Context: an optimization exercise on an open-source flow, tuned for small area, a short achievable clock period and few clock cycles per item. The choices shown serve that exercise and are no tape-out recipe.
At most, simulation tests tie the RTL to the original design; equivalence was not proved.
Function not checked in runs 1 to 3: the RTL went through the layout flow alone.

--- flow/design.v ---
module bpm_pos_calc (
    input  logic        clk,
    input  logic        rst,
    input  logic        data_valid,
    input  logic [31:0] A_IN,
    input  logic [31:0] B_IN,
    input  logic [31:0] C_IN,
    input  logic [31:0] D_IN,
    input  logic [15:0] Diameter,
    output logic [24:0] X,
    output logic [24:0] Y,
    output logic [33:0] S,
    output logic [1:0]  err,
    output logic        busy,
    output logic        rdy
);
    logic [31:0] a_r, c_r;
    logic [32:0] sab, scd;
    logic [22:0] kr;
    logic [32:0] rx, ry;
    logic [25:0] vx, vy;
    logic [4:0]  cnt;
    logic        last;
    assign last = (cnt == 5'd23);
    logic b24, b23;
    assign b24 = (Diameter >= 16'd33555);
    assign b23 = ((Diameter >= 16'd16778) && !b24) || (Diameter >= 16'd50332);
    logic [22:0] p125;
    assign p125 = {kr[15:0], 7'b0} - {7'b0, kr[15:0]} - {6'b0, kr[15:0], 1'b0};
    function automatic logic [34:0] add3(input logic [34:0] p, input logic [34:0] x,
                                         input logic [34:0] y);
        logic [34:0] sm, cy;
        sm = p ^ x ^ y;
        cy = (p & x) | (p & y) | (x & y);
        add3 = sm + {cy[33:0], 1'b1};
    endfunction
    function automatic logic [34:0] step_r(input logic [32:0] r, input logic [31:0] a,
                                           input logic [32:0] s, input logic k);
        logic [34:0] r2, ka, c0, c1, c2;
        r2 = {1'b0, r, 1'b0};
        ka = {3'b0, a & {32{k}}};
        c0 = r2 + ka;
        c1 = add3(r2, ka, ~{2'b0, s});
        c2 = add3(r2, ka, ~{1'b0, s, 1'b0});
        if (!c2[34])      step_r = {2'd2, c2[32:0]};
        else if (!c1[34]) step_r = {2'd1, c1[32:0]};
        else              step_r = {2'd0, c0[32:0]};
    endfunction
    function automatic logic [25:0] step_v(input logic [25:0] v, input logic k,
                                           input logic [1:0] t);
        logic [24:0] vm1, vp1, vp2;
        vm1 = v[24:0] - 25'd1;
        vp1 = v[24:0] + 25'd1;
        vp2 = v[24:0] + 25'd2;
        case ({k, t})
            3'b000, 3'b101: step_v = {v[24:0], k};
            3'b001, 3'b110: step_v = {vp1, k};
            3'b010:         step_v = {vp2, 1'b0};
            default:        step_v = {vm1, 1'b1};
        endcase
    endfunction
    function automatic logic [24:0] fin_res(input logic [25:0] v, input logic [32:0] r,
                                            input logic [32:0] s, input logic t);
        logic [24:0] vp1, vp2;
        logic        vneg, vm1, rnz, r2eq;
        vp1  = v[24:0] + 25'd1;
        vp2  = v[24:0] + 25'd2;
        vneg = v[25];
        vm1  = (v == '1);
        rnz  = (r != 33'd0);
        r2eq = ({r, 1'b0} == {1'b0, s});
        if (s == 33'd0)  fin_res = 25'd0;
        else if (!t)     fin_res = (vneg && rnz) ? vp1 : v[24:0];
        else             fin_res = (vneg && !vm1 && !r2eq) ? vp2 : vp1;
    endfunction
    logic [1:0]  tx, ty;
    logic [32:0] nrx, nry;
    assign {tx, nrx} = step_r(rx, a_r, sab, kr[22]);
    assign {ty, nry} = step_r(ry, c_r, scd, kr[22]);
    always_ff @(posedge clk or posedge rst) begin
        if (rst) begin
            busy <= 1'b0;
            rdy  <= 1'b0;
            X    <= '0;
            Y    <= '0;
            S    <= '0;
            err  <= '0;
        end else begin
            rdy <= 1'b0;
            if (!busy) begin
                busy <= data_valid;
            end else if (last) begin
                busy <= 1'b0;
                rdy  <= 1'b1;
                X    <= fin_res(vx, rx, sab, tx[0]);
                Y    <= fin_res(vy, ry, scd, ty[0]);
                S    <= {1'b0, sab} + {1'b0, scd};
                err  <= {scd == 33'd0, sab == 33'd0};
            end
        end
    end
    always_ff @(posedge clk) begin
        if (!busy) begin
            a_r <= A_IN;
            c_r <= C_IN;
            sab <= {1'b0, A_IN} + {1'b0, B_IN};
            scd <= {1'b0, C_IN} + {1'b0, D_IN};
        end
    end
    always_ff @(posedge clk) begin
        if (!busy) begin
            rx  <= b24 ? {1'b0, A_IN} : 33'd0;
            ry  <= b24 ? {1'b0, C_IN} : 33'd0;
            vx  <= {26{b24}};
            vy  <= {26{b24}};
            kr  <= {b23, 6'd0, Diameter};
            cnt <= 5'd0;
        end else begin
            rx  <= nrx;
            ry  <= nry;
            vx  <= step_v(vx, kr[22], tx);
            vy  <= step_v(vy, kr[22], ty);
            cnt <= cnt + 5'd1;
            if (cnt == 5'd0) kr <= {p125[20:0], 2'b00};
            else             kr <= {kr[21:0], 1'b0};
        end
    end
endmodule
--- flow/flow/run.sh ---
#!/bin/bash
set -euo pipefail
bash standard.sh SETUP_SLACK_MARGIN=9 finish > standard_make.log 2>&1
--- flow/standard.sh ---
#!/bin/bash
# synth_recipe.tcl (not shown) runs the flow's synth.tcl, then flattens the netlist and writes it again
# the make line also repeats each setting of config.mk as NAME=value (left out here)
make -C /OpenROAD-flow-scripts/flow DESIGN_CONFIG=/design/flow/config.mk WORK_HOME=/design/flow/orfs CLKGATE_MAP_FILE= SYNTH_SCRIPT=/design/flow/synth_recipe.tcl "${@:-finish}"
--- flow/config.mk ---
export PLATFORM = sky130hd
export DESIGN_NAME = bpm_pos_calc
export DESIGN_NICKNAME = bpm_pos_calc
export VERILOG_FILES = /design/flow/design.v
export SDC_FILE = /design/flow/constraint.sdc
export NUM_CORES = 4
export LEC_CHECK = 0
export CAP_MARGIN = 20
export CORE_MARGIN = 2
export CORE_UTILIZATION = 40
export SLEW_MARGIN = 20
--- flow/constraint.sdc ---
create_clock -name core_clock -period 13.0 [get_ports {clk}]
set_input_delay 2.6000 -clock core_clock [delete_from_list [all_inputs] [get_ports {clk}]]
set_output_delay 2.6000 -clock core_clock [all_outputs]
set_load 0.01 [all_outputs]
==> impl_metrics.csv, run 1 <==
group,metric,value,unit
sta,period_minus_slack,5017,ps
logic_synthesis,synth_seq_cells,363,
logic_synthesis,yosysSeqAreaShare,24.43,%
logic_synthesis,synth_edf_count,130,
flow_run,cap_violations,0,
cts,cts_hold_buffers,0,
logic_synthesis,synthXorXnorAreaFrac,8.692,%
layout,area_growth,41.80,%
die,start_util,40.30,%
routing,dr.pass1.iters,7,
setup_path,cp.required,13380,ps
layout,layout.cells.non_filler,6164,
routing,drt_first_iter_violations,4222,
layout,nFillCells,7802,
setup_path,endpoint_kind,"flop",
die,die_w,307.7,µm
logic_synthesis,synth_common_cells,"407 x nand2_1, 400 x ha_1, 328 x a21oi_1, 303 x o21ai_0, 260 x nor2_1",
cts,cts_buffer_depth,3,
setup_path,critical_path_class,"primary input to flop",
die,fp.dieArea,0.09465,mm²
die,row_count,111,
setup_path,worst_setup_path_start_kind,"primary input",
logic_synthesis,syn_area,0.03688,mm²
placed_design,numPortBuffers,234,
sta,fmaxAchievable,199.3,MHz
logic_synthesis,synth.most_common_cell,"nand2_1",
cts,clock-sinks,363,
logic_synthesis,yosys.area.top_type_share,13.57,%
hold_path,worstHoldPathType,"flop to flop",
logic_synthesis,yosysTopAreaCell,"ha_1",
die,ios,235,
logic_synthesis,synthMuxAreaShare,1.025,%
routing,vias_per_cell,6.180,
sta,finalCritPeriodShare,38.59,%
cts,worst_skew_pair.late_latency,640,ps
die,die_h,307.7,µm
hold_path,whs_path_depth,2,
placed_design,hpwl,102800,µm
setup_path,cp_max_fo,3,
logic_synthesis,synth-simple-area-share,17.73,%
global_route,grt_usage,32.57,%
logic_synthesis,synthCells,4281,
global_route,overflow,0,
logic_synthesis,synth_warnings,1,
cts,cts_tree,"done",
cts,cts_htree_levels,2,
sta,maxSlewViolCount,0,
logic_synthesis,syn_area_per_cell,8.615,µm²
sta,setup_viol_count_final,0,
cts,clk_transition_reported_paths,60,ps
layout,nets,5623,
sta,worstMarginPinSlew,1113,ps
placed_design,dp.cells,5555,
global_route,grt_pass1_wl,234000,µm
global_route,grt_max_degree,76,
routing,detailroute.via_count,38090,
die,design.core.area,0.09152,mm²
layout,drive_gt1_share,28.34,%
logic_synthesis,synth_top_family_by_area,"compound AO/OA/AOI/OAI gates",
logic_synthesis,synthesis.nets,4968,
cts,cts_buffers,48,
sta,hold_violations,0,
setup_path,rr_worst_depth,21,
logic_synthesis,synth_compound_area_share,22.96,%
sta,finClkSkew,38.24,ps
logic_synthesis,synth-main-ff-cell,"dfxtp_1",
routing,post-route-drc-count,0,
routing,wire_per_inst,26.19,µm
logic_synthesis,synth.distinct_cells,111,
run_status,status,"complete, no violations",
global_route,grt_pass1_vias,36840,
placed_design,gp_congestion,0.9768,
setup_path,cp.arrival,5390,ps
logic_synthesis,synth_adder_area_share,21.17,%
logic_synthesis,synth_area_leaders,"ha_1 14%, edfxtp_1 11%, dfxtp_1 7.9%, fa_1 7.6%, dfrtp_1 6.0%",
sta,slew_headroom,25.11,%
sta,setup_tns,0,ps
sta,rsz0062_at_grt,"true",
routing,ant_nets,0,
logic_synthesis,ys_async_sr_fraction,24.24,%
routing,wl,161500,µm
global_route,antenna_found_initial,13,
cts,cts_root_buffer,"clkbuf_16",
## area by class of cell
class	instances	area [µm²]	share of cell area [%]
Clock buffer	64	1354	2.589
Timing Repair Buffer	748	8109	15.51
Sequential cell	363	9025	17.26
Inverter	197	754.5	1.443
Multi-Input combinational cell	3578	31290	59.82
Tap cell	1186	1484	2.837
Antenna cell	2	5.005	0.009570
Clock inverter	26	280.3	0.5359
## kinds of logic (layout without fill, tap and decap cells)
logic type / after synthesis / count (layout)
fa+ha+maj: 540 / 540
flops: 363 / 363
buf+inv: 364 / 1035
mux: 34 / 34
xor+xnor: 366 / 366
other cells: 0 / 2
compound gates: 1304 / 1304
simple gates: 1310 / 1334
## worst max-delay path: stages
cell and delay [ps]:
buf_6 80, ha_4 130, inv_2 30, fa_2 340
nor2b_2 140, o2111a_1 240, o21bai_2 110, a21oi_2 240
a2111oi_4 60, o31ai_2 180, buf_4 160, o41a_1 290
a41oi_2 170, a211o_1 370, buf_4 150, xnor2_1 110
## stage by stage
stage          util, %  area [µm²]  hold slack [ps]  worst slack [ps]
5_1_grt          57.14       52290            486.5              7890
6_report         57.14       52300            456.0              7983
4_1_cts          54.71       50070            463.2              7853
3_3_place_gp     45.43       41580            432.6              6630
2_1_floorplan        -       38760            417.4              7858
3_5_place_dp     45.43       41580            452.5              6542
## metal layers
metal	vias to the layer above	routed length (µm)	track usage, %
met5	-	130	0
met4	20	9963	16.20
met3	606	17000	7.570
met2	2121	68520	49.28
met1	18320	65850	43.46
li1	17030	-	-
## layout by cell type (no fill, tap or decap), types with 58 or more instances in the layout
| cell type | netlist | layout |
|---|---|---|
| ha_1 | 400 | 289 |
| inv_1 | 195 | 184 |
| clkdlybuf4s50_1 | 0 | 58 |
| fa_1 | 140 | 129 |
| nand3_1 | 110 | 99 |
| dfrtp_1 | 88 | 80 |
| o211ai_1 | 70 | 70 |
| buf_6 | 6 | 176 |
| dlygate4sd2_1 | 0 | 108 |
| nand4_1 | 62 | 62 |
| buf_4 | 6 | 246 |
| a21o_1 | 139 | 138 |
| edfxtp_1 | 130 | 130 |
| ha_4 | 0 | 100 |
| o21ai_0 | 303 | 148 |
| a21oi_1 | 328 | 241 |
| o21ai_1 | 35 | 143 |
| xnor2_1 | 225 | 209 |
| a21oi_2 | 3 | 71 |
| dfxtp_1 | 145 | 144 |
| nor3_1 | 93 | 69 |
| nand2_1 | 407 | 353 |
| xor2_1 | 141 | 137 |
| nor2_1 | 260 | 226 |
## registers in the layout, summed over array words and instances, names as in the netlist, 25 cells and up
signal and flops:
c_r 32, Y 25, X 25, vy 25, a_r 32, ry 33
scd 33, S 34, rx 33, sab 33, vx 26
## path summary, 6_finish.rpt
check / slack (ps) / to / startpoint
hold / removal: 460 / kr[17] / kr[16]
min in group asynchronous: 2350 / Y[21] / rst
setup / recovery: 7980 / scd[28] / D_IN[0]
setup reg to reg: 8270 / Y[23] / kr[22]
hold reg to reg: 460 / kr[17] / kr[16]
max in group asynchronous: 9330 / busy / rst
## repair_timing
| item | 4_1_cts | 5_1_grt |
|---|---|---|
| endpoints found under the setup margin | 309 | 214 |
| gates resized for setup | 1000 | 312 |
| setup buffers | 351 | 108 |
| cloned | 52 | 5 |
| pin swaps | 327 | 270 |
==> inputs of run 2 (changes only) <==
==> flow/run.sh (new file) <==
#!/bin/bash
# synth_recipe.tcl (not shown) runs the flow's synth.tcl, then flattens the netlist and writes it again
# the make line also repeats each setting of config.mk as NAME=value (left out here)
make -C /OpenROAD-flow-scripts/flow DESIGN_CONFIG=/design/flow/config.mk WORK_HOME=/design/flow/orfs CLKGATE_MAP_FILE= SYNTH_SCRIPT=/design/flow/synth_recipe.tcl finish
--- a/flow/config.mk
+++ b/flow/config.mk
@@ -10,2 +10,3 @@
 export CORE_UTILIZATION = 40
+export SETUP_SLACK_MARGIN = 5
 export SLEW_MARGIN = 20
removed: flow/flow/run.sh
removed: flow/standard.sh
==> impl_metrics.csv, run 2 <==
group,metric,value,unit
routing,wire_per_inst,23.23,µm
setup_path,reg2reg_to,"vy[15]",
hold_path,whs_path_depth,2,
logic_synthesis,synth_area_leaders,"ha_1 14%, edfxtp_1 11%, dfxtp_1 7.9%, fa_1 7.6%, dfrtp_1 6.0%",
global_route,grt_pass1_wl,199100,µm
logic_synthesis,synth_edf_count,130,
layout,final_util,45.67,%
cts,cts_hold_buffers,0,
cts,worst_skew_pair.late_latency,620,ps
logic_synthesis,syn_area,0.03688,mm²
placed_design,gp_congestion,0.9646,
setup_path,worst_setup_path_start_kind,"flop",
layout,top_register,"S",
routing,drt_first_iter_violations,3050,
die,start_util,40.30,%
layout,layout.cells.non_filler,5653,
setup_path,critical_path_class,"flop to flop",
sta,period_minus_slack,6506,ps
cts,clk_transition_reported_paths,60,ps
flow_run,cap_violations,0,
die,fp.dieArea,0.09465,mm²
logic_synthesis,synth_compound_area_share,22.96,%
sta,slew_headroom,28.78,%
cts,cts_root_buffer,"clkbuf_16",
sta,setup_tns,0,ps
logic_synthesis,synth.distinct_cells,111,
routing,vias_per_cell,5.944,
die,design.core.area,0.09152,mm²
hold_path,holdPathEnd,"kr[17]",
setup_path,cp.required,13500,ps
routing,detailroute.via_count,33600,
die,ios,235,
logic_synthesis,synthesis.nets,4968,
global_route,grt_usage,27.30,%
placed_design,numPortBuffers,234,
cts,cts_buffers,48,
cts,cts_htree_levels,2,
run_status,status,"complete, no violations",
logic_synthesis,synthCells,4281,
logic_synthesis,ys_async_sr_fraction,24.24,%
sta,worstMarginPinSlew,1068,ps
sta,rsz0062_at_grt,"false",
logic_synthesis,synth-simple-area-share,17.73,%
global_route,grt_max_degree,93,
layout,multi_input_area,0.02643,mm²
placed_design,dp.cells,5563,
sta,maxSlewViolCount,0,
die,die_w,307.7,µm
layout,largest_reg_flops,34,
die,row_count,111,
cts,post_cts_resized,0,
sta,fmaxAchievable,153.7,MHz
logic_synthesis,yosys.area.top_type_share,13.57,%
sta,setup_viol_count_final,0,
cts,cts_tree,"done",
global_route,antenna_found_initial,0,
logic_synthesis,yosysTopAreaCell,"ha_1",
logic_synthesis,syn_area_per_cell,8.615,µm²
sta,finalCritPeriodShare,50.05,%
logic_synthesis,synth_common_cells,"407 x nand2_1, 400 x ha_1, 328 x a21oi_1, 303 x o21ai_0, 260 x nor2_1",
sta,hold-worst-slack,437.0,ps
setup_path,r2r_setup_slack,6490,ps
routing,post-route-drc-count,0,
logic_synthesis,synthXorXnorAreaFrac,8.692,%
placed_design,pre_cts_slack,6268,ps
layout,area_growth,13.34,%
hold_path,worstHoldPathType,"flop to flop",
layout,drive_gt1_share,4.793,%
logic_synthesis,synth_top_family_by_area,"compound AO/OA/AOI/OAI gates",
placed_design,hpwl,102800,µm
layout,nFillCells,9045,
setup_path,endpoint_kind,"flop",
cts,cts_buffer_depth,3,
layout,fin_area,0.04180,mm²
routing,dr.pass1.iters,6,
setup_path,rr_worst_depth,17,
setup_path,r2r-start,"kr[22]",
sta,fin_ws,6494,ps
logic_synthesis,synthMuxAreaShare,1.025,%
die,die_h,307.7,µm
setup_path,cp_max_fo,66,
sta,finClkSkew,33.03,ps
placed_design,placed_area,0.04024,mm²
layout,nets,5114,
hold_path,min-delay-start,"kr[16]",
logic_synthesis,synth_adder_area_share,21.17,%
logic_synthesis,synth_seq_cells,363,
logic_synthesis,yosysSeqAreaShare,24.43,%
global_route,grt_pass1_vias,32470,
logic_synthesis,synth_warnings,1,
setup_path,cp.arrival,7000,ps
global_route,overflow,0,
layout,most-common-layout-cells,"407 x nand2_1, 400 x ha_1, 328 x a21oi_1, 303 x o21ai_0, 260 x nor2_1",
cts,postCtsSetupBuffers,0,
layout,regArea,0.009016,mm²
layout,layout_commonest_cell,"nand2_1",
sta,hold_violations,0,
routing,wl,131300,µm
cts,clock-sinks,363,
routing,ant_nets,0,
logic_synthesis,synth-main-ff-cell,"dfxtp_1",
logic_synthesis,synth.most_common_cell,"nand2_1",
[run 2: cell counts after synthesis]
Identical to the previous run, type by type.
[run 2: logic make-up after synthesis]
logic type                 after synthesis
xor gates and xnor gates               366
and+or+nand+nor                       1310
buffers and inverters                  364
AOI/OAI and AO/OA                     1304
adders and majority gates              540
muxes                                   34
DFF                                    363
[run 2: worst max-delay path by stage]
stage | start | end
after floorplan | C_IN[0] | scd[30]
final | kr[22] | vy[15]
after global placement | C_IN[0] | scd[30]
after detailed placement | C_IN[0] | scd[30]
after global routing | kr[22] | vy[15]
after CTS | kr[22] | vy[15]
[run 2: final cells by class]
type,instances,area share (%)
clock inverter,25,0.5298
antenna,2,0.01197
clock buffer,63,3.206
sequential,363,21.57
tap,1186,3.550
multi-input combinational,3554,63.22
inverter,197,1.793
timing repair buffer,263,6.124
[run 2: layer usage]
metal / track usage [%] / up-vias / part of all wire (%)
met2: 42.91 / 1328 / 44
li1: - / 15910 / -
met1: 37.89 / 16140 / 45
met3: 5.003 / 222 / 8.0
met5: 0 / - / 0
met4: 8.429 / 0 / 3.4
[run 2: worst max-delay path, stage by stage (launching register included)]
cell and delay [ps]:
dfxtp_4 540, buf_4 780, buf_4 540, and2_1 330, fa_1 470, ha_1 360
and3_1 260, nand4_1 170, or2_2 310, o22a_1 170, nand2_2 190, o211a_1 340
or2_2 160, buf_4 550, nand3_2 460, o21ai_0 280, o21ai_0 100, a221o_1 350
==> inputs of run 3 (changes only) <==
--- a/flow/design.v
+++ b/flow/design.v
@@ -18,3 +18,4 @@
     logic [32:0] sab, scd;
-    logic [22:0] kr;
+    logic [21:0] kr;      
+    logic        kx, kyn;   
     logic [32:0] rx, ry;
@@ -77,4 +78,4 @@
     logic [32:0] nrx, nry;
-    assign {tx, nrx} = step_r(rx, a_r, sab, kr[22]);
-    assign {ty, nry} = step_r(ry, c_r, scd, kr[22]);
+    assign {tx, nrx} = step_r(rx, a_r, sab, kx);
+    assign {ty, nry} = step_r(ry, c_r, scd, !kyn);
     always_ff @(posedge clk or posedge rst) begin
@@ -115,3 +116,5 @@
             vy  <= {26{b24}};
-            kr  <= {b23, 6'd0, Diameter};
+            kx  <= b23;
+            kyn <= !b23;
+            kr  <= {6'd0, Diameter};
             cnt <= 5'd0;
@@ -120,7 +123,14 @@
             ry  <= nry;
-            vx  <= step_v(vx, kr[22], tx);
-            vy  <= step_v(vy, kr[22], ty);
+            vx  <= step_v(vx, kx, tx);
+            vy  <= step_v(vy, !kyn, ty);
             cnt <= cnt + 5'd1;
-            if (cnt == 5'd0) kr <= {p125[20:0], 2'b00};
-            else             kr <= {kr[21:0], 1'b0};
+            if (cnt == 5'd0) begin
+                kx  <= p125[20];
+                kyn <= !p125[20];
+                kr  <= {p125[19:0], 2'b00};
+            end else begin
+                kx  <= kr[21];
+                kyn <= !kr[21];
+                kr  <= {kr[20:0], 1'b0};
+            end
         end
==> impl_metrics.csv, run 3 <==
group,metric,value,unit
logic_synthesis,yosys.area.top_type_share,13.56,%
logic_synthesis,syn_area_per_cell,8.543,µm²
layout,nets,5158,
hold_path,worstHoldPathType,"flop to flop",
logic_synthesis,synth-main-ff-cell,"dfxtp_1",
die,design.core.area,0.09166,mm²
setup_path,critical_path.top_delay_family,"compound AO/OA/AOI/OAI gates",
logic_synthesis,synth.most_common_cell,"ha_1",
routing,detailroute.via_count,34330,
layout,nFillCells,8967,
logic_synthesis,synth_seq_cells,365,
global_route,grt_usage,27.46,%
routing,drt_first_iter_violations,3275,
setup_path,cp.arrival,6790,ps
setup_path,cp.required,13490,ps
run_status,status,"complete, no violations",
sta,fmaxAchievable,158.7,MHz
global_route,grt_pass1_vias,32840,
global_route,overflow,0,
die,row_count,111,
routing,wl,131800,µm
sta,setup_tns,0,ps
layout,drive_gt1_share,4.345,%
global_route,grt_max_degree,82,
logic_synthesis,synth_warnings,1,
logic_synthesis,synthCells,4330,
sta,maxSlewViolCount,0,
sta,hold-worst-slack,434.6,ps
layout,layout_commonest_cell,"ha_1",
routing,vias_per_cell,6.025,
logic_synthesis,synth_common_cells,"401 x ha_1, 375 x nand2_1, 353 x a21oi_1, 326 x o21ai_0, 285 x nor2_1",
global_route,antenna_found_initial,5,
routing,routed-wl-met3,10680,µm
sta,rsz0062_at_grt,"false",
setup_path,cp_slowest_cell,"a211oi_4",
cts,post_cts_resized,0,
routing,top_layer,"met5",
cts,cts_tree,"done",
sta,hold_violations,0,
layout,largest_reg_flops,34,
cts,worst_skew_pair.late_latency,620,ps
setup_path,path_cells,"buf_4 -> and2_1 -> fa_1 -> ha_1 -> a21oi_1 -> o21ai_0 -> a221oi_1 -> o2bb2ai_1 -> o21a_1 -> a211oi_4 -> buf_4 -> nor2_1 -> o311a_1 -> a221oi_1 -> o21ai_0",
routing,m1WireLength,60610,µm
setup_path,cp_max_fo,75,
cts,cts_buffer_depth,3,
global_route,grt_pass1_wl,201400,µm
layout,top_register,"S",
routing,wire_per_inst,23.14,µm
setup_path,critical_path_class,"flop to flop",
die,start_util,40.36,%
setup_path,cp_slowest_stage_delay,770,ps
layout,area_growth,13.77,%
layout,regArea,0.009055,mm²
placed_design,hpwl,101900,µm
setup_path,critical_path_buf_inv_count,2,
routing,dr.pass1.iters,8,
setup_path,endpoint_kind,"flop",
cts,clk_transition_reported_paths,60,ps
flow_run,cap_violations,0,
die,fp.dieArea,0.09493,mm²
cts,clock-sinks,365,
cts,cts_htree_levels,2,
logic_synthesis,syn_area,0.03699,mm²
logic_synthesis,synth_area_leaders,"ha_1 14%, edfxtp_1 11%, dfxtp_1 8.0%, fa_1 7.6%, dfrtp_1 6.0%",
sta,setup_viol_count_final,0,
placed_design,numPortBuffers,234,
layout,diodes,0,
cts,cts_root_buffer,"clkbuf_16",
layout,multi_input_area,0.02653,mm²
logic_synthesis,ys_async_sr_fraction,24.11,%
sta,finClkSkew,27.80,ps
cts,cts_hold_buffers,0,
layout,most-common-layout-cells,"401 x ha_1, 375 x nand2_1, 353 x a21oi_1, 326 x o21ai_0, 285 x nor2_1",
routing,ant_nets,0,
sta,period_minus_slack,6301,ps
die,die_w,308.1,µm
setup_path,worst_setup_path_start_kind,"flop",
cts,postCtsSetupBuffers,0,
placed_design,gp_congestion,0.9792,
sta,slew_headroom,27.68,%
die,ios,235,
logic_synthesis,synth_edf_count,130,
routing,wl_met2,56960,µm
logic_synthesis,synthesis.nets,5018,
die,die_h,308.1,µm
sta,worstMarginPinSlew,1057,ps
logic_synthesis,synth.distinct_cells,104,
logic_synthesis,yosysTopAreaCell,"ha_1",
routing,post-route-drc-count,0,
sta,finalCritPeriodShare,48.47,%
logic_synthesis,yosysSeqAreaShare,24.46,%
cts,cts_buffers,49,
-- run 3: cell count changes after synthesis, moves of 25 or more --
cell / change
a21oi_1: +25
and2_1: -33
nand2_1: -32
nor2_1: +25
nor2b_1: +34
o21ai_1: -29
-- run 3: per-layer routing --
metal	track usage, %	up-vias
li1	-	16220
met1	39.39	16570
met2	42.17	1360
met3	4.975	166
met4	7.385	6
met5	0	-
-- run 3: final cells by class --
cell class / instances / area share, %
Clock buffer: 64 / 3.315
Clock inverter: 28 / 0.6184
Inverter: 210 / 1.897
Multi-Input combinational cell: 3580 / 63.03
Sequential cell: 365 / 21.51
Tap cell: 1186 / 3.526
Timing Repair Buffer: 264 / 6.100
-- run 3: metrics by stage --
step                      cell area, µm²  util (%)  std cells  worst slack [ps]
after global routing               42090     45.91       5697              6470
after detailed placement           40430     44.11       5605              6213
after global placement             40420     44.10       5604              6242
final                              42090     45.91       5697              6699
after CTS                          42090     45.91       5697              6866
after floorplan                    36990         -       4330              7555
-- run 3: logic make-up after synthesis --
group                      Yosys count  share of synthesized area [%]
buffers and inverters              385                          4.035
DFF                                365                          24.46
AOI/OAI and AO/OA                 1349                          23.78
and+or+nand+nor                   1320                          17.67
adders and majority gates          541                          21.14
xor gates and xnor gates           340                          8.070
muxes                               30                         0.8422
-- run 3: worst paths after layout --
kind                        start  cells after the start     end  slack [ps]
max                            kx                     15  rx[27]        6700
min                        kr[16]                      2  kr[17]         430
max reg2reg                    kx                     15  rx[27]        6700
min reg2reg                kr[16]                      2  kr[17]         430
max in group asynchronous     rst                      3    busy        9350
min in group asynchronous     rst                      2    Y[6]        2300
-- run 3: worst min-delay path, delay by kind of cell (launching register included) --
kind,cells,cell delay [ps]
AOI/OAI and AO/OA,1,50
and+or+nand+nor,1,40
DFF,1,290
==> inputs of run 4 (changes only) <==
--- a/flow/design.v
+++ b/flow/design.v
@@ -18,6 +18,7 @@
     logic [32:0] sab, scd;
-    logic [21:0] kr;      
+    logic [21:0] kr;        
     logic        kx, kyn;   
+    logic        kp;        
     logic [32:0] rx, ry;
-    logic [25:0] vx, vy;
+    logic [24:0] wx, wy;
     logic [4:0]  cnt;
@@ -49,28 +50,24 @@
     endfunction
-    function automatic logic [25:0] step_v(input logic [25:0] v, input logic k,
+    function automatic logic [24:0] step_w(input logic [24:0] w, input logic kp,
                                            input logic [1:0] t);
-        logic [24:0] vm1, vp1, vp2;
-        vm1 = v[24:0] - 25'd1;
-        vp1 = v[24:0] + 25'd1;
-        vp2 = v[24:0] + 25'd2;
-        case ({k, t})
-            3'b000, 3'b101: step_v = {v[24:0], k};
-            3'b001, 3'b110: step_v = {vp1, k};
-            3'b010:         step_v = {vp2, 1'b0};
-            default:        step_v = {vm1, 1'b1};
+        logic [24:0] wm1, wp1;
+        wm1 = w - 25'd1;
+        wp1 = w + 25'd1;
+        case ({kp, t})
+            3'b000, 3'b101: step_w = {w[23:0], 1'b0};
+            3'b001, 3'b110: step_w = {w[23:0], 1'b1};
+            3'b010:         step_w = {wp1[23:0], 1'b0};
+            default:        step_w = {wm1[23:0], 1'b1};
         endcase
     endfunction
-    function automatic logic [24:0] fin_res(input logic [25:0] v, input logic [32:0] r,
+    function automatic logic [24:0] fin_res(input logic [24:0] w, input logic [32:0] r,
                                             input logic [32:0] s, input logic t);
-        logic [24:0] vp1, vp2;
-        logic        vneg, vm1, rnz, r2eq;
-        vp1  = v[24:0] + 25'd1;
-        vp2  = v[24:0] + 25'd2;
-        vneg = v[25];
-        vm1  = (v == '1);
-        rnz  = (r != 33'd0);
-        r2eq = ({r, 1'b0} == {1'b0, s});
-        if (s == 33'd0)  fin_res = 25'd0;
-        else if (!t)     fin_res = (vneg && rnz) ? vp1 : v[24:0];
-        else             fin_res = (vneg && !vm1 && !r2eq) ? vp2 : vp1;
+        logic [24:0] wp1;
+        logic        up;
+        wp1 = w + 25'd1;
+        up  = w[24] && (t ? ({r, 1'b0} != {1'b0, s}) : (r != 33'd0));
+        if (s == 33'd0) fin_res = 25'd0;
+        else if (!up)   fin_res = {w[23:0], t};
+        else if (t)     fin_res = {wp1[23:0], 1'b0};
+        else            fin_res = {w[23:0], 1'b1};
     endfunction
@@ -95,4 +92,4 @@
                 rdy  <= 1'b1;
-                X    <= fin_res(vx, rx, sab, tx[0]);
-                Y    <= fin_res(vy, ry, scd, ty[0]);
+                X    <= fin_res(wx, rx, sab, tx[0]);
+                Y    <= fin_res(wy, ry, scd, ty[0]);
                 S    <= {1'b0, sab} + {1'b0, scd};
@@ -114,4 +111,5 @@
             ry  <= b24 ? {1'b0, C_IN} : 33'd0;
-            vx  <= {26{b24}};
-            vy  <= {26{b24}};
+            wx  <= 25'd0;
+            wy  <= 25'd0;
+            kp  <= b24;
             kx  <= b23;
@@ -123,4 +121,5 @@
             ry  <= nry;
-            vx  <= step_v(vx, kx, tx);
-            vy  <= step_v(vy, !kyn, ty);
+            wx  <= step_w(wx, kp, tx);
+            wy  <= step_w(wy, kp, ty);
+            kp  <= kx;
             cnt <= cnt + 5'd1;
==> impl_metrics.csv, run 4 <==
group,metric,value,unit
routing,wl,110300,µm
die,row_count,107,
layout,top_register,"S",
sta,hold_violations,0,
cts,clock-sinks,364,
logic_synthesis,synthesis.nets,4618,
logic_synthesis,syn_area_per_cell,8.667,µm²
setup_path,cp.required,13350,ps
layout,layout_commonest_cell,"inv_1",
setup_path,rr_worst_depth,17,
routing,dr.pass1.iters,5,
die,start_util,40.19,%
die,design.core.area,0.08488,mm²
global_route,grt_usage,25.01,%
logic_synthesis,synthCells,3936,
sta,period_minus_slack,6775,ps
hold_path,holdPathEnd,"kr[19]",
die,die_h,296.0,µm
global_route,grt_pass1_vias,28170,
cts,cts_root_buffer,"clkbuf_16",
setup_path,critical_path.top_delay_family,"compound AO/OA/AOI/OAI gates",
routing,detailroute.via_count,29330,
setup_path,r2r_setup_slack,7010,ps
logic_synthesis,syn_area,0.03411,mm²
cts,postCtsSetupBuffers,0,
cts,clk_transition_reported_paths,60,ps
setup_path,critical_path_buf_inv_count,2,
global_route,grt_pass1_wl,168300,µm
layout,multi_input_area,0.02319,mm²
logic_synthesis,synth_warnings,1,
sta,finClkSkew,29.74,ps
sta,fmaxAchievable,147.6,MHz
cts,post_cts_resized,0,
cts,cts_buffer_depth,3,
placed_design,numPortBuffers,234,
setup_path,cp.arrival,7130,ps
sta,fin_ws,6225,ps
setup_path,worst_setup_path_start_kind,"primary input",
cts,cts_tree,"done",
logic_synthesis,synth.distinct_cells,87,
setup_path,cp_slowest_cell,"o41ai_1",
global_route,grt_max_degree,88,
logic_synthesis,yosysSeqAreaShare,26.47,%
logic_synthesis,ys_async_sr_fraction,24.18,%
setup_path,r2r-start,"kx",
run_status,status,"complete, no violations",
logic_synthesis,synth_area_leaders,"ha_1 15%, edfxtp_1 11%, dfxtp_1 8.6%, fa_1 8.1%, dfrtp_1 6.5%",
global_route,antenna_found_initial,12,
layout,final_util,46.41,%
global_route,busiest_layer,"met2",
global_route,overflow,0,
cts,cts_hold_buffers,0,
layout,most-common-layout-cells,"413 x inv_1, 397 x ha_1, 313 x nand2_1, 296 x nor2_1, 270 x a21oi_1",
setup_path,critical_path_class,"primary input to flop",
routing,drt_first_iter_violations,1912,
die,fp.dieArea,0.08763,mm²
setup_path,endpoint_kind,"flop",
routing,vias_per_cell,5.501,
global_route,globalRouteMet2Util,40.44,%
routing,wire_per_inst,20.69,µm
layout,nFillCells,8402,
logic_synthesis,synth_seq_cells,364,
setup_path,path_common_cell,"o21ai_0",
logic_synthesis,synth_common_cells,"414 x inv_1, 397 x ha_1, 313 x nand2_1, 298 x nor2_1, 270 x a21oi_1",
sta,setup_tns,0,ps
sta,rsz0062_at_grt,"false",
sta,worstMarginPinSlew,1101,ps
placed_design,gp_congestion,0.9258,
setup_path,cp_slowest_stage_delay,870,ps
logic_synthesis,yosysTopAreaCell,"ha_1",
logic_synthesis,synth-main-ff-cell,"dfxtp_1",
layout,regArea,0.009030,mm²
hold_path,worstHoldPathType,"flop to flop",
placed_design,hpwl,87710,µm
sta,setup_viol_count_final,0,
layout,largest_reg_flops,34,
sta,slew_headroom,26.37,%
hold_path,min-delay-start,"kr[18]",
setup_path,cp_max_fo,4,
flow_run,cap_violations,0,
logic_synthesis,yosys.area.top_type_share,14.56,%
global_route,use_met1,34.95,%
cts,cts_buffers,46,
die,ios,235,
setup_path,critPathLaunch,"D_IN[0]",
layout,drive_gt1_share,3.824,%
sta,finalCritPeriodShare,52.12,%
sta,maxSlewViolCount,0,
logic_synthesis,synth.most_common_cell,"inv_1",
cts,cts_htree_levels,2,
layout,nets,4828,
hold_path,whs_path_depth,2,
routing,post-route-drc-count,0,
sta,hold-worst-slack,434.3,ps
placed_design,pre_cts_slack,5551,ps
routing,ant_nets,0,
setup_path,reg2reg_to,"rx[24]",
layout,area_growth,15.49,%
setup_path,path_cells,"clkdlybuf4s50_1 -> ha_1 -> inv_1 -> fa_1 -> nor2b_1 -> o31ai_1 -> a211oi_1 -> o311ai_0 -> o21ai_0 -> o41ai_1 -> o21ai_0 -> o21a_1 -> nor2_1 -> a21oi_1 -> xor2_1",
global_route,global_route.usage.met3,3.815,%
cts,worst_skew_pair.late_latency,620,ps
logic_synthesis,synth_edf_count,130,
die,die_w,296.0,µm
-- run 4: cell count changes in the layout (fill, tap and decap cells not counted), moves of 14 or more --
cell / before / now
a221oi_1: 19 / 5
nand4_1: 79 / 49
nor3_1: 84 / 68
nand2_1: 375 / 313
nor2b_1: 72 / 44
nand2b_1: 45 / 62
inv_1: 207 / 413
o221ai_1: 21 / 6
a21oi_1: 353 / 270
o21ai_0: 326 / 260
a211oi_1: 54 / 36
nand3_1: 116 / 61
a22oi_1: 22 / 46
xor2_1: 137 / 167
-- run 4: worst max-delay path by stage --
stage / to / cells past startpoint
after CTS: scd[30] / 15
after global routing: scd[30] / 15
after global placement: scd[30] / 15
after detailed placement: scd[30] / 15
after floorplan: scd[31] / 12
final: scd[30] / 15
-- run 4: logic make-up after synthesis --
family,after synthesis,share of synthesized area [%]
adder cells (fa/ha/maj),535,22.66
multiplexers,13,0.3998
AND/OR/NAND/NOR,1082,15.18
flip-flops,364,26.47
AO/OA/AOI/OAI,1068,20.21
XOR/XNOR,363,9.386
buffers and inverters,511,5.693
-- run 4: area by class of cell --
class | instances | area share [%]
well taps | 1144 | 3.633
clock buffers | 60 | 3.424
diodes | 4 | 0.02541
flip-flops and latches | 364 | 22.92
multi-input cells | 3061 | 58.87
repair buffers | 257 | 6.384
inverters | 416 | 3.989
clock inverters | 26 | 0.7495
-- run 4: routing by layer --
metal  part of all wire (%)  wire (µm)
met1                     46      50590
met2                     45      50000
met5                  0.091        100
met4                    2.4       2595
met3                    6.4       7034
-- run 4: metrics by stage --
| stage | instances | instance area [µm²] |
|---|---|---|
| floorplan | 3936 | 34110 |
| global placement | 5242 | 37740 |
| detailed placement | 5242 | 37740 |
| CTS | 5328 | 39390 |
| global route | 5331 | 39390 |
| finish | 5332 | 39400 |
-- run 4: worst register-to-register path: cells and delay by family, from the launching register on --
kind,cells,cell delay (ps)
AOI/OAI and AO/OA,7,2030
xor gates and xnor gates,1,270
adders and majority gates,2,850
buffers and inverters,3,500
DFF,1,300
and+or+nand+nor,4,1940
Testbench counts of run 4, summed over its fixed seeds: cycles 24,000, items 960.
==> inputs of run 5 (changes only) <==
==> flow/flow/run.sh (new file) <==
#!/bin/bash
set -euo pipefail
bash standard.sh SETUP_SLACK_MARGIN=7 finish > standard_make.log 2>&1
==> flow/standard.sh (new file) <==
#!/bin/bash
# synth_recipe.tcl (not shown) runs the flow's synth.tcl, then flattens the netlist and writes it again
# the make line also repeats each setting of config.mk as NAME=value (left out here)
make -C /OpenROAD-flow-scripts/flow DESIGN_CONFIG=/design/flow/config.mk WORK_HOME=/design/flow/orfs CLKGATE_MAP_FILE= SYNTH_SCRIPT=/design/flow/synth_recipe.tcl "${@:-finish}"
--- a/flow/config.mk
+++ b/flow/config.mk
@@ -10,3 +10,2 @@
 export CORE_UTILIZATION = 40
-export SETUP_SLACK_MARGIN = 5
 export SLEW_MARGIN = 20
removed: flow/run.sh
==> impl_metrics.csv, run 5 <==
group,metric,value,unit
run_status,status,"complete, no violations",
die,row_count,107,
setup_path,r2r-start,"kx",
setup_path,r2r_setup_slack,7310,ps
placed_design,numPortBuffers,234,
logic_synthesis,synth_warnings,1,
layout,layout_commonest_cell,"inv_1",
die,fp.dieArea,0.08763,mm²
logic_synthesis,yosysSeqAreaShare,26.47,%
routing,wire_per_inst,20.74,µm
logic_synthesis,synth_common_cells,"414 x inv_1, 397 x ha_1, 313 x nand2_1, 298 x nor2_1, 270 x a21oi_1",
routing,post-route-drc-count,0,
logic_synthesis,synth_seq_cells,364,
cts,cts_buffers,46,
logic_synthesis,yosys.area.top_type_share,14.56,%
routing,drt_first_iter_violations,1965,
cts,cts_htree_levels,2,
setup_path,endpoint_kind,"flop",
logic_synthesis,synthCells,3936,
flow_run,cap_violations,0,
hold_path,worstHoldPathType,"flop to flop",
cts,cts_root_buffer,"clkbuf_16",
logic_synthesis,yosysTopAreaCell,"ha_1",
sta,finClkSkew,28.66,ps
routing,ant_nets,0,
setup_path,worst_setup_path_start_kind,"primary input",
logic_synthesis,synth-main-ff-cell,"dfxtp_1",
layout,area_growth,15.73,%
layout,fin_area,0.03948,mm²
setup_path,critPathLaunch,"D_IN[0]",
sta,worstMarginPinSlew,1147,ps
sta,fmaxAchievable,167.2,MHz
logic_synthesis,ys_async_sr_fraction,24.18,%
placed_design,hpwl,87710,µm
hold_path,min-delay-start,"kr[18]",
routing,vias_per_cell,5.512,
logic_synthesis,synth_edf_count,130,
placed_design,gp_congestion,0.9258,
sta,hold-worst-slack,433.8,ps
cts,clk_transition_reported_paths,60,ps
sta,rsz0062_at_grt,"true",
sta,slew_headroom,23.14,%
cts,cts_buffer_depth,3,
routing,dr.pass1.iters,5,
layout,top_register,"S",
die,start_util,40.19,%
setup_path,cp.arrival,6330,ps
layout,drive_gt1_share,4.061,%
sta,setup_tns,0,ps
setup_path,rr_worst_depth,18,
global_route,grt_pass1_wl,168300,µm
logic_synthesis,synthesis.nets,4618,
logic_synthesis,synth.most_common_cell,"inv_1",
global_route,overflow,0,
hold_path,holdPathEnd,"kr[19]",
cts,cts_tree,"done",
global_route,antenna_found_initial,12,
die,design.core.area,0.08488,mm²
global_route,grt_usage,25.02,%
sta,finalCritPeriodShare,46.00,%
sta,period_minus_slack,5979,ps
die,ios,235,
setup_path,reg2reg_to,"X[5]",
routing,detailroute.via_count,29400,
setup_path,cp.required,13350,ps
cts,worst_skew_pair.late_latency,610,ps
layout,most-common-layout-cells,"413 x inv_1, 397 x ha_1, 313 x nand2_1, 295 x nor2_1, 270 x a21oi_1",
setup_path,critical_path_class,"primary input to flop",
layout,largest_reg_flops,34,
global_route,grt_max_degree,88,
sta,setup_viol_count_final,0,
sta,hold_violations,0,
placed_design,placed_area,0.03774,mm²
layout,nets,4830,
routing,wl,110600,µm
setup_path,cp_max_fo,4,
cts,clock-sinks,364,
die,die_w,296.0,µm
die,die_h,296.0,µm
logic_synthesis,synth.distinct_cells,87,
global_route,grt_pass1_vias,28170,
logic_synthesis,syn_area_per_cell,8.667,µm²
sta,maxSlewViolCount,0,
logic_synthesis,synth_area_leaders,"ha_1 15%, edfxtp_1 11%, dfxtp_1 8.6%, fa_1 8.1%, dfrtp_1 6.5%",
logic_synthesis,syn_area,0.03411,mm²
hold_path,whs_path_depth,2,
==> run 5: cell counts after synthesis <==
Identical to the previous run, type by type.
==> run 5: stage by stage <==
step | cells | utilization [%] | setup WS (ps)
2_1_floorplan | 3936 | - | 7488
3_3_place_gp | 5242 | 44.46 | 5607
3_5_place_dp | 5242 | 44.46 | 5551
4_1_cts | 5328 | 46.44 | 6910
5_1_grt | 5333 | 46.51 | 6821
6_report | 5334 | 46.51 | 7021
==> run 5: cells by family after synthesis <==
logic type      after synthesis  synth area share (%)
compound gates             1068                 20.21
xor+xnor                    363                 9.386
fa+ha+maj                   535                 22.66
buf+inv                     511                 5.693
flops                       364                 26.47
mux                          13                0.3998
simple gates               1082                 15.18
==> run 5: repair_timing <==
item                       CTS  global route
pin swaps                    0             3
setup buffers                0             1
resized for setup            6             8
hold buffers                 0             0
setup endpoints to repair    7            55
gates cloned                 0             1
==> run 5: how the worst max path moves through the flow <==
stage / to / cells after the start
CTS: scd[30] / 15
global placement: scd[30] / 15
detailed placement: scd[30] / 15
floorplan: scd[31] / 12
global route: scd[30] / 15
finish: scd[30] / 15
==> run 5: area by class of cell <==
class                           instances  area [µm²]
Clock buffer                           60        1349
Clock inverter                         26       295.3
Multi-Input combinational cell       3062       23260
Tap cell                             1144        1431
Fill cell                            8394       45400
Inverter                              416        1572
Sequential cell                       364        9030
Timing Repair Buffer                  258        2526
Antenna cell                            4       10.01
==> run 5: critical path, cell delays in order <==
cell	delay [ps]
clkdlybuf4s50_1	620
ha_1	290
inv_1	70
fa_1	410
nor2b_1	190
o31ai_2	110
a211oi_1	550
o311ai_1	200
o21ai_1	280
o41ai_4	150
o21ai_0	380
o21a_1	160
nor2_1	60
a21oi_1	170
xor2_1	90
==> run 5: per-layer routing <==
layer / share of wire [%] / global-route usage, %
met5: 0.090 / 0
met4: 2.4 / 6.221
met3: 6.2 / 3.815
met2: 45 / 40.44
met1: 46 / 34.96
==> inputs of run 6 (changes only) <==
==> flow/flow/run.sh (replaced) <==
#!/bin/bash
set -euo pipefail
bash standard.sh SETUP_SLACK_MARGIN=7 MATCH_CELL_FOOTPRINT=0 "BUFFER_PORTS_ARGS=-buffer_cell sky130_fd_sc_hd__buf_4" finish > standard_make.log 2>&1
==> impl_metrics.csv, run 6 <==
group,metric,value,unit
layout,most-common-layout-cells,"413 x inv_1, 397 x ha_1, 313 x nand2_1, 296 x nor2_1, 270 x a21oi_1",
layout,nets,4827,
logic_synthesis,yosysTopAreaCell,"ha_1",
layout,layout_commonest_cell,"inv_1",
sta,finalCritPeriodShare,45.04,%
logic_synthesis,synthCells,3936,
placed_design,pre_cts_slack,6099,ps
setup_path,critical_path_class,"primary input to flop",
placed_design,placed_area,0.03715,mm²
logic_synthesis,yosys.area.top_type_share,14.56,%
cts,worst_skew_pair.late_latency,630,ps
sta,worstMarginPinSlew,1067,ps
routing,post-route-drc-count,0,
sta,setup_tns,0,ps
placed_design,numPortBuffers,234,
routing,ant_nets,0,
flow_run,cap_violations,0,
cts,cts_buffers,46,
routing,dr.pass1.iters,5,
sta,hold_violations,0,
logic_synthesis,yosysSeqAreaShare,26.47,%
sta,setup_viol_count_final,0,
setup_path,cp.required,13350,ps
die,design.core.area,0.08488,mm²
global_route,grt_usage,24.78,%
layout,drive_gt1_share,9.228,%
sta,period_minus_slack,5856,ps
logic_synthesis,synth_common_cells,"414 x inv_1, 397 x ha_1, 313 x nand2_1, 298 x nor2_1, 270 x a21oi_1",
setup_path,worst_setup_path_start_kind,"primary input",
die,fp.dieArea,0.08763,mm²
global_route,grt_max_degree,88,
logic_synthesis,synth-main-ff-cell,"dfxtp_1",
routing,wl,109900,µm
sta,fin_ws,7144,ps
routing,drt_first_iter_violations,2254,
logic_synthesis,syn_area,0.03411,mm²
layout,area_growth,13.51,%
routing,detailroute.via_count,29380,
die,start_util,40.19,%
cts,clk_transition_reported_paths,60,ps
die,die_w,296.0,µm
sta,maxSlewViolCount,0,
logic_synthesis,synth_area_leaders,"ha_1 15%, edfxtp_1 11%, dfxtp_1 8.6%, fa_1 8.1%, dfrtp_1 6.5%",
logic_synthesis,synth_warnings,1,
sta,hold-worst-slack,440.1,ps
setup_path,cp_max_fo,4,
sta,rsz0062_at_grt,"true",
layout,nFillCells,8435,
global_route,grt_pass1_vias,27790,
placed_design,gp_congestion,0.9291,
cts,cts_htree_levels,2,
sta,fmaxAchievable,170.8,MHz
logic_synthesis,synth.most_common_cell,"inv_1",
cts,cts_tree,"done",
logic_synthesis,ys_async_sr_fraction,24.18,%
layout,multi_input_area,0.02322,mm²
sta,slew_headroom,28.61,%
logic_synthesis,syn_area_per_cell,8.667,µm²
placed_design,hpwl,87220,µm
logic_synthesis,synth_seq_cells,364,
logic_synthesis,synth.distinct_cells,87,
global_route,antenna_found_initial,3,
cts,cts_root_buffer,"clkbuf_16",
layout,largest_reg_flops,34,
hold_path,worstHoldPathType,"flop to flop",
die,row_count,107,
cts,cts_hold_buffers,0,
routing,vias_per_cell,5.513,
routing,wire_per_inst,20.61,µm
die,die_h,296.0,µm
global_route,overflow,0,
cts,clock-sinks,364,
die,ios,235,
layout,fin_area,0.03872,mm²
layout,regArea,0.009030,mm²
sta,finClkSkew,33.05,ps
setup_path,cp.arrival,6200,ps
logic_synthesis,synth_edf_count,130,
global_route,grt_pass1_wl,167200,µm
run_status,status,"complete, no violations",
cts,cts_buffer_depth,3,
setup_path,endpoint_kind,"flop",
logic_synthesis,synthesis.nets,4618,
layout,top_register,"S",
-- run 6: kinds of logic (layout without fill, tap and decap cells) --
logic type	Yosys count	count (layout)	synth area share (%)
buf+inv	511	758	5.693
simple gates	1082	1082	15.18
mux	13	13	0.3998
xor+xnor	363	363	9.386
other cells	0	2	0
fa+ha+maj	535	535	22.66
compound gates	1068	1068	20.21
flops	364	364	26.47
-- run 6: layout make-up --
cell class / count / area share (%)
Tap cell: 1144 / 3.697
Clock buffer: 59 / 3.257
Sequential cell: 364 / 23.32
Multi-Input combinational cell: 3061 / 59.98
Timing Repair Buffer: 256 / 4.964
Inverter: 416 / 4.059
Antenna cell: 2 / 0.01293
Clock inverter: 27 / 0.7109
-- run 6: worst paths after layout --
kind	start	endpoint	cells past startpoint	slack, ps
min reg2reg	kr[17]	kr[18]	2	440
max	D_IN[0]	scd[30]	15	7140
min	kr[17]	kr[18]	2	440
max in group asynchronous	rst	busy	3	9760
max reg2reg	kx	rx[24]	19	7230
min in group asynchronous	rst	X[20]	2	1970
-- run 6: routing by layer --
layer  vias to the layer above  GRT usage (%)  routed length, µm
li1                      14280              -                  -
met1                     14110          34.78              50850
met2                       851          39.96              49670
met3                       136          3.500               6657
met4                         2          6.418               2664
met5                         -              0                 16
-- run 6: what timing repair did --
action,CTS,global route
setup endpoints to repair,3,32
setup buffers,0,0
gates resized for setup,1,4
cloned,0,0
-- run 6: worst max-delay path, stage by stage --
cell      delay, ps
buf_4           140
ha_1            240
inv_1            90
fa_1            210
nor2b_1          70
o31ai_1         400
a211oi_1        240
o311ai_0        420
o21ai_0         390
o41ai_4         530
o21ai_0         250
o21a_1          220
nor2_1          150
a21oi_1         100
xor2_1          140
-- run 6: metrics by stage --
stage          instances  utilization, %
6_report            5329           45.62
5_1_grt             5328           45.61
4_1_cts             5327           45.59
3_5_place_dp        5241           43.77
3_3_place_gp        5241           43.76
2_1_floorplan       3936               -
==> inputs of run 7 (changes only) <==
==> flow/flow/run.sh (replaced) <==
#!/bin/bash
set -euo pipefail
bash standard.sh SETUP_SLACK_MARGIN=7 "BUFFER_PORTS_ARGS=-buffer_cell sky130_fd_sc_hd__buf_4" finish > standard_make.log 2>&1
--- a/flow/config.mk
+++ b/flow/config.mk
@@ -9,3 +9,3 @@
 export CORE_MARGIN = 2
-export CORE_UTILIZATION = 40
+export CORE_UTILIZATION = 60
 export SLEW_MARGIN = 20
==> impl_metrics.csv, run 7 <==
group,metric,value,unit
routing,wl,103400,µm
global_route,grt_max_degree,87,
logic_synthesis,yosysSeqAreaShare,26.47,%
logic_synthesis,yosysTopAreaCell,"ha_1",
setup_path,endpoint_kind,"flop",
cts,cts_buffers,44,
sta,rsz0062_at_grt,"false",
sta,maxSlewViolCount,0,
global_route,overflow,0,
logic_synthesis,syn_area,0.03411,mm²
routing,wire_per_inst,20.95,µm
layout,layout.cells.non_filler,4936,
logic_synthesis,synthCells,3936,
layout,area_growth,11.87,%
layout,final_util,67.81,%
sta,fin_ws,7233,ps
die,start_util,60.61,%
placed_design,hpwl,81220,µm
cts,cts_tree,"done",
setup_path,worst_setup_path_start_kind,"primary input",
logic_synthesis,syn_area_per_cell,8.667,µm²
logic_synthesis,yosys.area.top_type_share,14.56,%
die,die_w,242.4,µm
die,row_count,87,
placed_design,placed_area,0.03665,mm²
layout,most-common-layout-cells,"413 x inv_1, 397 x ha_1, 313 x nand2_1, 296 x nor2_1, 270 x a21oi_1",
layout,multi_input_area,0.02322,mm²
sta,hold_violations,0,
routing,post-route-drc-count,0,
placed_design,pre_cts_slack,6342,ps
setup_path,critical_path_class,"primary input to flop",
routing,dr.pass1.iters,6,
placed_design,dp.cells,4851,
layout,fin_area,0.03816,mm²
sta,setup_tns,0,ps
logic_synthesis,ys_async_sr_fraction,24.18,%
layout,top_register,"S",
sta,finClkSkew,14.51,ps
layout,nets,4823,
layout,layout_commonest_cell,"inv_1",
sta,setup_viol_count_final,0,
placed_design,numPortBuffers,234,
logic_synthesis,synth-main-ff-cell,"dfxtp_1",
logic_synthesis,synth_area_leaders,"ha_1 15%, edfxtp_1 11%, dfxtp_1 8.6%, fa_1 8.1%, dfrtp_1 6.5%",
die,fp.dieArea,0.05877,mm²
layout,drive_gt1_share,9.289,%
cts,postCtsSetupBuffers,0,
sta,slew_headroom,27.69,%
logic_synthesis,synth.distinct_cells,87,
sta,period_minus_slack,5767,ps
setup_path,cp.arrival,6100,ps
sta,finalCritPeriodShare,44.36,%
sta,fmaxAchievable,173.4,MHz
cts,cts_root_buffer,"clkbuf_16",
logic_synthesis,synth_warnings,1,
setup_path,cp_max_fo,4,
layout,largest_reg_flops,34,
logic_synthesis,synth.most_common_cell,"inv_1",
flow_run,cap_violations,0,
global_route,grt_usage,34.87,%
die,ios,235,
routing,vias_per_cell,6.020,
global_route,grt_pass1_vias,28500,
setup_path,cp.required,13340,ps
hold_path,worstHoldPathType,"flop to flop",
die,design.core.area,0.05628,mm²
routing,ant_nets,0,
run_status,status,"complete, no violations",
cts,worst_skew_pair.late_latency,600,ps
cts,clock-sinks,364,
cts,clk_transition_reported_paths,60,ps
logic_synthesis,synth_seq_cells,364,
logic_synthesis,synth_edf_count,130,
logic_synthesis,synth_common_cells,"414 x inv_1, 397 x ha_1, 313 x nand2_1, 298 x nor2_1, 270 x a21oi_1",
placed_design,gp_congestion,0.9546,
cts,cts_buffer_depth,3,
routing,drt_first_iter_violations,2338,
cts,cts_htree_levels,2,
layout,nFillCells,4803,
die,die_h,242.4,µm
global_route,grt_pass1_wl,161600,µm
layout,regArea,0.009030,mm²
global_route,antenna_found_initial,5,
sta,worstMarginPinSlew,1084,ps
routing,detailroute.via_count,29720,
logic_synthesis,synthesis.nets,4618,
[run 7: cell types whose count changed in the layout (fill, tap and decap cells not counted), sizes merged]
cell / previous run / this run
clkinv: 17 / 11
clkinvlp: 2 / 5
buf: 256 / 254
clkbuf: 59 / 61
inv: 421 / 419
bufinv: 3 / 2
diode: 2 / 3
[run 7: layout make-up]
class	instances	share of cell area, %
diodes	3	0.01967
clock buffers	61	3.370
clock inverters	21	0.5016
inverters	416	4.118
multi-input cells	3061	60.85
flip-flops and latches	364	23.66
well taps	756	2.479
repair buffers	254	4.997
[run 7: final timing paths]
path                          from  endpoint  slack (ps)  cells past startpoint
min reg2reg                 kr[18]    kr[19]         440                      2
min                         kr[18]    kr[19]         440                      2
min in group asynchronous      rst    err[0]        2010                      2
max reg2reg                     kx    rx[29]        7260                     17
max                        A_IN[0]   sab[30]        7230                     15
max in group asynchronous      rst     S[27]        9790                      3
[run 7: logic make-up after synthesis]
family	count (synthesis)	synth area share (%)
muxes	13	0.3998
DFF	364	26.47
and+or+nand+nor	1082	15.18
adders and majority gates	535	22.66
AOI/OAI and AO/OA	1068	20.21
buffers and inverters	511	5.693
xor gates and xnor gates	363	9.386
[run 7: layer usage]
layer / track usage (%) / wire (µm) / up-vias
met2: 56.04 / 46770 / 1088
li1: - / - / 14310
met4: 10.51 / 3265 / 2
met1: 48.51 / 45430 / 14140
met3: 5.384 / 7955 / 181
met5: 0 / 9 / -
[run 7: what timing repair did]
action | in CTS | in global routing
endpoints found under the setup margin | 1 | 4
gates resized for setup | 1 | 2
hold buffers | 0 | 0
[run 7: through the flow]
stage               hold slack (ps)
finish                        439.6
global placement              430.6
detailed placement            436.0
global route                  449.4
CTS                           438.8
floorplan                     417.4
[run 7: critical path, stage by stage]
cell	delay, ps
buf_4	130
ha_1	210
inv_1	70
fa_1	200
nor2b_1	50
o21ai_0	220
a21boi_0	190
o31a_1	360
o211ai_1	330
a31oi_1	290
o311ai_0	740
nand3_1	160
o211ai_1	250
mux2i_1	220
nand3_1	70
==> inputs of run 8 (changes only) <==
--- a/flow/config.mk
+++ b/flow/config.mk
@@ -9,3 +9,3 @@
 export CORE_MARGIN = 2
-export CORE_UTILIZATION = 60
+export CORE_UTILIZATION = 40
 export SLEW_MARGIN = 20
==> impl_metrics.csv, run 8 <==
group,metric,value,unit
run_status,status,"complete, no violations",
routing,post-route-drc-count,0,
placed_design,gp_congestion,0.9291,
cts,cts_tree,"done",
sta,fin_ws,7144,ps
cts,worst_skew_pair.late_latency,630,ps
sta,fmaxAchievable,170.8,MHz
logic_synthesis,synth_top_family_by_area,"adder cells",
placed_design,hpwl,87220,µm
sta,finClkSkew,33.05,ps
logic_synthesis,synth_common_cells,"414 x inv_1, 397 x ha_1, 313 x nand2_1, 298 x nor2_1, 270 x a21oi_1",
global_route,grt_usage,24.78,%
placed_design,pre_cts_slack,6099,ps
die,ios,235,
setup_path,endpoint_kind,"flop",
setup_path,critical_path_class,"primary input to flop",
setup_path,critical_path_buf_inv_count,2,
sta,setup_viol_count_final,0,
logic_synthesis,synth_edf_count,130,
routing,vias_per_cell,5.513,
setup_path,cp.required,13350,ps
die,design.core.area,0.08488,mm²
routing,drt_first_iter_violations,2254,
logic_synthesis,synth_adder_area_share,22.66,%
logic_synthesis,synth.most_common_cell,"inv_1",
routing,dr.pass1.iters,5,
logic_synthesis,yosys.area.top_type_share,14.56,%
flow_run,cap_violations,0,
logic_synthesis,synthesis.nets,4618,
sta,maxSlewViolCount,0,
layout,nets,4827,
logic_synthesis,synth-simple-area-share,15.18,%
setup_path,worst_setup_path_start_kind,"primary input",
cts,clock-sinks,364,
layout,drive_gt1_share,9.228,%
cts,postCtsSetupBuffers,0,
global_route,grt_pass1_vias,27790,
hold_path,worstHoldPathType,"flop to flop",
placed_design,numPortBuffers,234,
logic_synthesis,synth_warnings,1,
setup_path,cp.arrival,6200,ps
global_route,overflow,0,
setup_path,critical_path.top_delay_family,"compound AO/OA/AOI/OAI gates",
logic_synthesis,synthCells,3936,
sta,slew_headroom,28.61,%
setup_path,path_common_cell,"o21ai_0",
logic_synthesis,synth_area_leaders,"ha_1 15%, edfxtp_1 11%, dfxtp_1 8.6%, fa_1 8.1%, dfrtp_1 6.5%",
die,row_count,107,
logic_synthesis,ys_async_sr_fraction,24.18,%
global_route,antenna_found_initial,3,
logic_synthesis,yosysTopAreaCell,"ha_1",
layout,area_growth,13.51,%
logic_synthesis,syn_area_per_cell,8.667,µm²
layout,nFillCells,8435,
layout,layout_commonest_cell,"inv_1",
setup_path,cp_slowest_cell,"o41ai_4",
sta,setup_tns,0,ps
logic_synthesis,synthXorXnorAreaFrac,9.386,%
cts,clk_transition_reported_paths,60,ps
logic_synthesis,synth_compound_area_share,20.21,%
sta,finalCritPeriodShare,45.04,%
logic_synthesis,synth-main-ff-cell,"dfxtp_1",
layout,largest_reg_flops,34,
routing,wl,109900,µm
routing,detailroute.via_count,29380,
layout,top_register,"S",
setup_path,path_cells,"buf_4 -> ha_1 -> inv_1 -> fa_1 -> nor2b_1 -> o31ai_1 -> a211oi_1 -> o311ai_0 -> o21ai_0 -> o41ai_4 -> o21ai_0 -> o21a_1 -> nor2_1 -> a21oi_1 -> xor2_1",
setup_path,cp_max_fo,4,
logic_synthesis,synthMuxAreaShare,0.3998,%
cts,cts_hold_buffers,0,
logic_synthesis,syn_area,0.03411,mm²
die,start_util,40.19,%
cts,cts_htree_levels,2,
routing,ant_nets,0,
sta,period_minus_slack,5856,ps
die,die_h,296.0,µm
cts,cts_buffer_depth,3,
cts,cts_root_buffer,"clkbuf_16",
sta,worstMarginPinSlew,1067,ps
cts,cts_buffers,46,
logic_synthesis,yosysSeqAreaShare,26.47,%
global_route,grt_pass1_wl,167200,µm
routing,wire_per_inst,20.61,µm
die,fp.dieArea,0.08763,mm²
logic_synthesis,synth_seq_cells,364,
logic_synthesis,synth.distinct_cells,87,
sta,hold_violations,0,
layout,most-common-layout-cells,"413 x inv_1, 397 x ha_1, 313 x nand2_1, 296 x nor2_1, 270 x a21oi_1",
setup_path,cp_slowest_stage_delay,530,ps
die,die_w,296.0,µm
global_route,grt_max_degree,88,
sta,rsz0062_at_grt,"true",
-- run 8: cell counts after synthesis --
Identical to the previous run, type by type.
-- run 8: path summary, 6_finish.rpt --
kind | startpoint | to | slack (ps) | depth (start not counted)
worst max-delay path | D_IN[0] | scd[30] | 7140 | 15
worst max register to register | kx | rx[24] | 7230 | 19
min in group asynchronous | rst | X[20] | 1970 | 2
worst min register to register | kr[17] | kr[18] | 440 | 2
worst min-delay path | kr[17] | kr[18] | 440 | 2
max in group asynchronous | rst | busy | 9760 | 3
-- run 8: logic make-up (layout without fill, tap and decap cells) --
kind of cell	count (synthesis)	in the layout
AOI/OAI and AO/OA	1068	1068
buffers and inverters	511	758
muxes	13	13
other	0	2
DFF	364	364
xor gates and xnor gates	363	363
adders and majority gates	535	535
and+or+nand+nor	1082	1082
-- run 8: stage by stage --
stage | hold slack, ps | instances | instance area [µm²] | util, %
2_1_floorplan | 417.4 | 3936 | 34110 | -
3_3_place_gp | 430.5 | 5241 | 37150 | 43.76
3_5_place_dp | 435.0 | 5241 | 37150 | 43.77
4_1_cts | 441.2 | 5327 | 38690 | 45.59
5_1_grt | 450.1 | 5328 | 38720 | 45.61
6_report | 440.1 | 5329 | 38720 | 45.62
-- run 8: timing repair --
| item | 4_1_cts | 5_1_grt |
|---|---|---|
| gates resized for setup | 1 | 4 |
| hold endpoints to repair | 0 | 0 |
| endpoints found under the setup margin | 3 | 32 |
-- run 8: tightest hold or removal path, cell delays in order, from the launching register on --
cell and delay (ps):
dfxtp_1 300, nand2_1 50, a21oi_1 50
-- run 8: cell type report --
cell class / instances / area [µm²] / share of cell area [%]
antenna: 2 / 5.005 / 0.01293
sequential: 364 / 9030 / 23.32
tap: 1144 / 1431 / 3.697
timing repair buffer: 256 / 1922 / 4.964
clock inverter: 27 / 275.3 / 0.7109
clock buffer: 59 / 1261 / 3.257
inverter: 416 / 1572 / 4.059
multi-input combinational: 3061 / 23220 / 59.98
-- run 8: layer usage --
layer / vias up / global-route usage, % / part of all wire, %
met5: - / 0 / 0.015
met4: 2 / 6.418 / 2.4
met3: 136 / 3.500 / 6.1
met2: 851 / 39.96 / 45
met1: 14110 / 34.78 / 46
li1: 14280 / - / -

-- port drivers added, routing unchanged --
How much do the figures lean on ideal ports? The routed layouts below were timed once more, with nothing changed but the port constraints. Step 1, drivers: a clkbuf_16 drives clk and a buf_2 each remaining input, both assumed. Step 2 adds t to the input delays and takes it off the output delays; t is the mean of the earliest and latest rising clock arrival at the registers after step 1. Input paths then give back, and output paths get back, about the clock's delay inside the block. Slacks: ideal / step 1 / step 2; pairs: ideal / step 1.
run | shift t [ns] | setup WS [ns] | worst setup path at the end
run 1 | 0.694 | 7.983 / 8.007 / 7.313 | input to register
run 2 | 0.669 | 6.494 / 6.494 / 6.273 | input to register
run 3 | 0.678 | 6.699 / 6.699 / 6.092 | input to register
run 4 | 0.671 | 6.225 / 6.234 / 5.563 | input to register
run 5 | 0.669 | 7.021 / 7.008 / 6.340 | input to register
run 6 | 0.682 | 7.144 / 7.152 / 6.469 | input to register
run 7 | 0.657 | 7.233 / 7.265 / 6.618 | input to register
run 8 | 0.682 | 7.144 / 7.152 / 6.469 | input to register
After both steps every run listed still meets setup and hold. The setup slack of run 5, which loses most, moves by -0.013 ns with the drivers and by -0.681 ns with both steps.
